From an optimization exercise on the open Yosys and OpenROAD flow, aimed at small area, a short achievable clock period and few clock cycles per item; shortcuts taken in it are not production practice.
RTL that was checked went through simulation tests only; none was proved equivalent to the original.

v6:
==> flow/design.v <==
module smpo_gap #(
  parameter logic [17:0] C = 18'd0
) (
  input  logic [47:0] now_i,
  input  logic [47:0] t_i,
  output logic        lt_o
);
  logic [18:0] u;
  logic        borrow, lt_u;
  logic [29:0] eqb, carry;
  logic        hi_up, hi_zero;
  assign u      = {1'b0, t_i[17:0]} + {1'b0, C};
  smpo_lt #(.N(18)) u_borrow (.a_i(now_i[17:0]), .b_i(t_i[17:0]), .lt_o(borrow));
  smpo_lt #(.N(18)) u_lt_u (.a_i(now_i[17:0]), .b_i(u[17:0]), .lt_o(lt_u));
  assign eqb    = ~(now_i[47:18] ^ t_i[47:18]);
  assign carry  = {now_i[46:18] | ~t_i[46:18], 1'b0};
  assign hi_up  = &(eqb[29:1] ~^ carry[29:1]);
  assign hi_zero = hi_up && (eqb[0] != borrow);
  assign lt_o   = hi_zero && (borrow ? (u[18] && lt_u) : (u[18] || lt_u));
endmodule
module smpo_lt #(
  parameter int N = 8,
  parameter int K = 6
) (
  input  logic [N-1:0] a_i,
  input  logic [N-1:0] b_i,
  output logic         lt_o
);
  localparam int M = (N + K - 1) / K;
  logic [M-1:0] cl, cg;
  always_comb begin
    for (int c = 0; c < M; c++) begin
      cl[c] = 1'b0;
      cg[c] = 1'b0;
      for (int i = c * K; i < c * K + K && i < N; i++) begin
        cl[c] = (~a_i[i] & b_i[i]) | (~(a_i[i] & ~b_i[i]) & cl[c]);
        cg[c] = (a_i[i] & ~b_i[i]) | (~(~a_i[i] & b_i[i]) & cg[c]);
      end
    end
    lt_o = 1'b0;
    for (int c = 0; c < M; c++) begin
      lt_o = cl[c] | (~cg[c] & lt_o);
    end
  end
endmodule
module speech_mouth_pixel_overlay (
  input  logic        clk_i,
  input  logic        rst_ni,
  input  logic        in_valid_i,
  output logic        in_stall_o,
  input  logic [94:0] in_item_i,
  output logic        out_valid_o,
  input  logic        out_stall_i,
  output logic [19:0] out_item_o,
  input  logic        cfg_we_i,
  input  logic [2:0]  cfg_idx_i,
  input  logic [15:0] cfg_data_i
);
  localparam logic [1:0] ACT_PIXEL  = 2'd0;
  localparam logic [1:0] ACT_LEVEL  = 2'd1;
  localparam logic [1:0] ACT_ACTIVE = 2'd2;
  localparam logic [1:0] ACT_FRAME  = 2'd3;
  function automatic sum_zero5;
    input [4:0] a;
    input [4:0] b;
    sum_zero5 = ((a ^ b) == {a[3:0] | b[3:0], 1'b0});
  endfunction
  function automatic sum_zero6;
    input [5:0] a;
    input [5:0] b;
    sum_zero6 = ((a ^ b) == {a[4:0] | b[4:0], 1'b0});
  endfunction
  logic [1:0]  act;
  logic [9:0]  px, py;
  logic [15:0] pin;
  logic [7:0]  level;
  logic        flag;
  logic [47:0] now;
  assign act   = in_item_i[94:93];
  assign px    = in_item_i[92:83];
  assign py    = in_item_i[82:73];
  assign pin   = in_item_i[72:57];
  assign level = in_item_i[56:49];
  assign flag  = in_item_i[48];
  assign now   = in_item_i[47:0];
  logic [9:0]  left_q, top_q, cx_q, cy_q;
  logic [10:0] right_q, bottom_q;
  logic [15:0] black_q, white_q;
  always_ff @(posedge clk_i or negedge rst_ni) begin
    if (!rst_ni) begin
      left_q   <= 10'd0;
      top_q    <= 10'd0;
      right_q  <= 11'd0;
      bottom_q <= 11'd0;
      cx_q     <= 10'd0;
      cy_q     <= 10'd0;
      black_q  <= 16'h0000;
      white_q  <= 16'hFFFF;
    end else if (cfg_we_i) begin
      case (cfg_idx_i)
        3'd0:    left_q   <= cfg_data_i[9:0];
        3'd1:    top_q    <= cfg_data_i[9:0];
        3'd2:    right_q  <= cfg_data_i[10:0];
        3'd3:    bottom_q <= cfg_data_i[10:0];
        3'd4:    cx_q     <= cfg_data_i[9:0];
        3'd5:    cy_q     <= cfg_data_i[9:0];
        3'd6:    black_q  <= cfg_data_i;
        default: white_q  <= cfg_data_i;
      endcase
    end
  end
  logic s1_valid_q, s1_hit_q, s1_erase_q;
  logic [15:0] s1_pix_q;
  logic adv, accept;
  assign adv        = !(s1_valid_q && out_stall_i);
  assign in_stall_o = !adv;
  assign accept     = in_valid_i && adv;
  logic        active_q;
  logic [2:0]  target_q, render_q;
  logic [47:0] voice_q, step_q;
  logic        voice_recent, step_recent;
  logic        level_nz;
  logic [2:0]  req;
  smpo_gap #(.C(18'd200000)) u_voice_gap (.now_i(now), .t_i(voice_q), .lt_o(voice_recent));
  smpo_gap #(.C(18'd40000))  u_step_gap  (.now_i(now), .t_i(step_q),  .lt_o(step_recent));
  assign level_nz = (level != 8'd0);
  assign req      = (level > 8'd4) ? 3'd4 : level[2:0];
  always_ff @(posedge clk_i or negedge rst_ni) begin
    if (!rst_ni) begin
      active_q <= 1'b0;
      target_q <= 3'd0;
      render_q <= 3'd0;
    end else if (accept) begin
      case (act)
        ACT_LEVEL: begin
          if (active_q) begin
            if (level_nz) begin
              target_q <= req;
            end else if (!voice_recent) begin
              target_q <= 3'd0;
            end
          end
        end
        ACT_ACTIVE: begin
          active_q <= flag;
          target_q <= 3'd0;
          render_q <= 3'd0;
        end
        ACT_FRAME: begin
          if (active_q && !step_recent) begin
            if (render_q < target_q) begin
              render_q <= render_q + 3'd1;
            end else if (render_q > target_q) begin
              render_q <= render_q - 3'd1;
            end
          end
        end
        default: begin
        end
      endcase
    end
  end
  always_ff @(posedge clk_i) begin
    if (accept && (act == ACT_ACTIVE || (act == ACT_LEVEL && active_q && level_nz))) begin
      voice_q <= now;
    end
    if (accept && (act == ACT_ACTIVE || (act == ACT_FRAME && active_q && !step_recent))) begin
      step_q <= now;
    end
  end
  logic        compose, in_rect, bright, erase, hit;
  logic        x_lt_left, x_lt_right, y_lt_top, y_lt_bottom;
  logic [6:0]  weight;
  logic        bx, x_eq, x_up, x_dn, dx_small;
  logic        by, y_eq, y_up, dy_small;
  logic [5:0]  dx;
  logic [3:0]  dy;
  logic [19:0] ga;
  logic [13:0] gy;
  logic [4:0]  on_pose;
  assign compose = active_q && (act == ACT_PIXEL);
  smpo_lt #(.N(10), .K(10)) u_x_left   (.a_i(px), .b_i(left_q), .lt_o(x_lt_left));
  smpo_lt #(.N(11), .K(11)) u_x_right  (.a_i({1'b0, px}), .b_i(right_q), .lt_o(x_lt_right));
  smpo_lt #(.N(10), .K(10)) u_y_top    (.a_i(py), .b_i(top_q), .lt_o(y_lt_top));
  smpo_lt #(.N(11), .K(11)) u_y_bottom (.a_i({1'b0, py}), .b_i(bottom_q), .lt_o(y_lt_bottom));
  assign in_rect = !x_lt_left && x_lt_right && !y_lt_top && y_lt_bottom;
  assign weight  = {2'b0, pin[15:11]} + {2'b0, pin[4:0]} + {2'b0, pin[10:6]};
  assign bright  = (weight >= 7'd10);
  assign erase   = compose && in_rect && bright;
  assign bx       = px[4:0] < cx_q[4:0];
  assign x_eq     = (px[9:5] == cx_q[9:5]);
  assign x_up     = sum_zero5(px[9:5], ~cx_q[9:5]) && !(&cx_q[9:5]);    
  assign x_dn     = sum_zero5(~px[9:5], cx_q[9:5]) && !(&px[9:5]);      
  assign dx_small = x_eq || (bx ? x_up : x_dn);
  assign dx       = px[5:0] - cx_q[5:0];
  assign by       = py[3:0] < cy_q[3:0];
  assign y_eq     = (py[9:4] == cy_q[9:4]);
  assign y_up     = sum_zero6(py[9:4], ~cy_q[9:4]) && !(&cy_q[9:4]);    
  assign dy_small = by ? y_up : y_eq;
  assign dy       = py[3:0] - cy_q[3:0];
  always_comb begin
    for (int m = 0; m < 20; m++) begin
      ga[m] = dx[5] ? ({1'b0, dx[4:0]} <= 6'(32 - m)) : ({1'b0, dx[4:0]} >= 6'(m));
    end
    for (int j = 0; j < 14; j++) begin
      gy[j] = ({1'b0, dy} >= 5'(j));
    end
  end
  assign on_pose[0] = (ga[0] & ~ga[8] & gy[2] & ~gy[4])
                     | (ga[8] & ~ga[10] & gy[1] & ~gy[3])
                     | (ga[10] & ~ga[11] & gy[0] & ~gy[2]);
  assign on_pose[1] = (ga[0] & ~ga[7] & gy[3] & ~gy[5])
                     | (ga[7] & ~ga[10] & gy[2] & ~gy[4])
                     | (ga[10] & ~ga[12] & gy[1] & ~gy[3])
                     | (ga[12] & ~ga[13] & gy[0] & ~gy[2]);
  assign on_pose[2] = (ga[0] & ~ga[7] & gy[5] & ~gy[8])
                     | (ga[7] & ~ga[9] & gy[4] & ~gy[7])
                     | (ga[9] & ~ga[11] & gy[3] & ~gy[6])
                     | (ga[11] & ~ga[13] & gy[2] & ~gy[5])
                     | (ga[13] & ~ga[14] & gy[1] & ~gy[4])
                     | (ga[14] & ~ga[15] & gy[0] & ~gy[3]);
  assign on_pose[3] = (ga[0] & ~ga[7] & gy[7] & ~gy[10])
                     | (ga[7] & ~ga[9] & gy[6] & ~gy[9])
                     | (ga[9] & ~ga[11] & gy[5] & ~gy[8])
                     | (ga[11] & ~ga[13] & gy[4] & ~gy[7])
                     | (ga[13] & ~ga[14] & gy[3] & ~gy[6])
                     | (ga[14] & ~ga[15] & gy[2] & ~gy[5])
                     | (ga[15] & ~ga[16] & gy[1] & ~gy[4])
                     | (ga[16] & ~ga[17] & gy[0] & ~gy[3]);
  assign on_pose[4] = (ga[0] & ~ga[6] & gy[9] & ~gy[13])
                     | (ga[6] & ~ga[9] & gy[8] & ~gy[12])
                     | (ga[9] & ~ga[11] & gy[7] & ~gy[11])
                     | (ga[11] & ~ga[12] & gy[6] & ~gy[10])
                     | (ga[12] & ~ga[14] & gy[5] & ~gy[9])
                     | (ga[14] & ~ga[15] & gy[4] & ~gy[8])
                     | (ga[15] & ~ga[16] & gy[3] & ~gy[7])
                     | (ga[16] & ~ga[17] & gy[2] & ~gy[6])
                     | (ga[17] & ~ga[18] & gy[1] & ~gy[5])
                     | (ga[18] & ~ga[19] & gy[0] & ~gy[4]);
  assign hit = compose && dx_small && dy_small && on_pose[(render_q > 3'd4) ? 3'd4 : render_q];
  always_ff @(posedge clk_i or negedge rst_ni) begin
    if (!rst_ni) begin
      s1_valid_q <= 1'b0;
    end else if (adv) begin
      s1_valid_q <= in_valid_i;
    end
  end
  always_ff @(posedge clk_i) begin
    if (adv) begin
      s1_hit_q   <= hit;
      s1_erase_q <= erase;
      s1_pix_q   <= pin;
    end
  end
  assign out_valid_o = s1_valid_q;
  assign out_item_o  = {s1_hit_q ? white_q : (s1_erase_q ? black_q : s1_pix_q), 1'b0, render_q};
endmodule
clock: 6.0 ns
lec_check: 0
abc_area: 1
cap_margin: 20
core_margin: 2
core_utilization: 40
setup_slack_margin: 2.8
slew_margin: 20
standard.sh (not shown) runs the stock make flow with config.mk's settings and CLKGATE_MAP_FILE= SYNTH_SCRIPT=/design/flow/synth_recipe.tcl, a recipe that flattens the netlist after the stock synthesis.
==> flow/flow/run.sh <==
#!/bin/bash
# Layout flow: the standard flow, with the port buffers that placement
# inserts made sky130_fd_sc_hd__buf_1 cells instead of the default choice, and
# clock tree synthesis run without dummy loads and with larger sink clusters.
set -euo pipefail
bash standard.sh "BUFFER_PORTS_ARGS=-buffer_cell sky130_fd_sc_hd__buf_1" \
  "CTS_ARGS=-sink_clustering_enable -repair_clock_nets -dont_use_dummy_load -sink_clustering_size 20 -sink_clustering_max_diameter 100" \
  finish > standard.log 2>&1
In summary, v6 completed successfully, with a layout that passed the timing, design-rule and antenna checks.
[inputs] v7 vs v6
--- a/flow/design.v
+++ b/flow/design.v
@@ -5,19 +5,23 @@
   input  logic [47:0] t_i,
   output logic        lt_o
 );
   logic [18:0] u;
   logic        borrow, lt_u;
-  logic [29:0] eqb, carry;
-  logic        hi_up, hi_zero;
+  logic [29:0] eqb, cond;
+  logic        hi_zero;
   assign u      = {1'b0, t_i[17:0]} + {1'b0, C};
   smpo_lt #(.N(18)) u_borrow (.a_i(now_i[17:0]), .b_i(t_i[17:0]), .lt_o(borrow));
   smpo_lt #(.N(18)) u_lt_u (.a_i(now_i[17:0]), .b_i(u[17:0]), .lt_o(lt_u));
-  assign eqb    = ~(now_i[47:18] ^ t_i[47:18]);
-  assign carry  = {now_i[46:18] | ~t_i[46:18], 1'b0};
-  assign hi_up  = &(eqb[29:1] ~^ carry[29:1]);
-  assign hi_zero = hi_up && (eqb[0] != borrow);
+  always_comb begin
+    eqb = ~(now_i[47:18] ^ t_i[47:18]);
+    cond[0] = eqb[0] != borrow;
+    for (int i = 1; i < 30; i++) begin
+      cond[i] = t_i[17+i] ? (eqb[i] ~^ now_i[17+i]) : eqb[i];
+    end
+  end
+  assign hi_zero = &cond;
   assign lt_o   = hi_zero && (borrow ? (u[18] && lt_u) : (u[18] || lt_u));
 endmodule
 module smpo_lt #(
   parameter int N = 8,
   parameter int K = 6
@@ -61,16 +65,34 @@
   localparam logic [1:0] ACT_ACTIVE = 2'd2;
   localparam logic [1:0] ACT_FRAME  = 2'd3;
   function automatic sum_zero5;
     input [4:0] a;
     input [4:0] b;
-    sum_zero5 = ((a ^ b) == {a[3:0] | b[3:0], 1'b0});
+    reg [4:0] x;
+    reg ok;
+    begin
+      x = a ^ b;
+      ok = !x[0];
+      for (int i = 1; i < 5; i++) begin
+        ok = ok & (b[i-1] ? x[i] : (x[i] ~^ a[i-1]));
+      end
+      sum_zero5 = ok;
+    end
   endfunction
   function automatic sum_zero6;
     input [5:0] a;
     input [5:0] b;
-    sum_zero6 = ((a ^ b) == {a[4:0] | b[4:0], 1'b0});
+    reg [5:0] x;
+    reg ok;
+    begin
+      x = a ^ b;
+      ok = !x[0];
+      for (int i = 1; i < 6; i++) begin
+        ok = ok & (b[i-1] ? x[i] : (x[i] ~^ a[i-1]));
+      end
+      sum_zero6 = ok;
+    end
   endfunction
   logic [1:0]  act;
   logic [9:0]  px, py;
   logic [15:0] pin;
   logic [7:0]  level;
==> summary.txt <==
Between v7 and v6, the critical path's largest stage delay is higher for v7.
Sequential fraction of total cell area (lower): v6
As of v7, net count of the mapped netlist had risen slightly compared to v6.
Maximum fanout encountered on the critical timing path (lower): v7
The count of cells along the worst register-to-register path in v7 was higher than what v6 gave.
Per the comparison of v7 with v6, number of placed cells counting well taps increased 83; count of nets left with antenna violations after detail routing comparable.
Testbench counts of v7, summed over its fixed seeds: cycles 26,745, items 24,000.
For v6, only the layout was checked, not whether the RTL still works.

## static timing again, ports no longer ideal
The results above use ideal ports. As a check the final layouts listed here were re-extracted and re-timed, cells and wires unchanged.
Step 1 assumes that a clkbuf_16 drives the clock port and a buf_2 every other input.
Step 2 adds t to the input delays and takes it off the output delays; t is the mean of the earliest and latest rising clock arrival at the registers after step 1. Input paths then give back, and output paths get back, about the clock's delay inside the block.
Three values: no drivers, after step 1, after step 2; two values: the first two.
run | t, ns | setup slack, ns | worst register clock-pin slew, ns
v6 | 0.522 | 2.874 / 2.885 / 2.363 | 0.09 / 0.09
v7 | 0.514 | 2.823 / 2.779 / 2.306 | 0.09 / 0.09
After both steps setup and hold are still met in every run listed. The setup slack of v7, which loses most, moves by -0.044 ns with the drivers and by -0.517 ns with both steps.
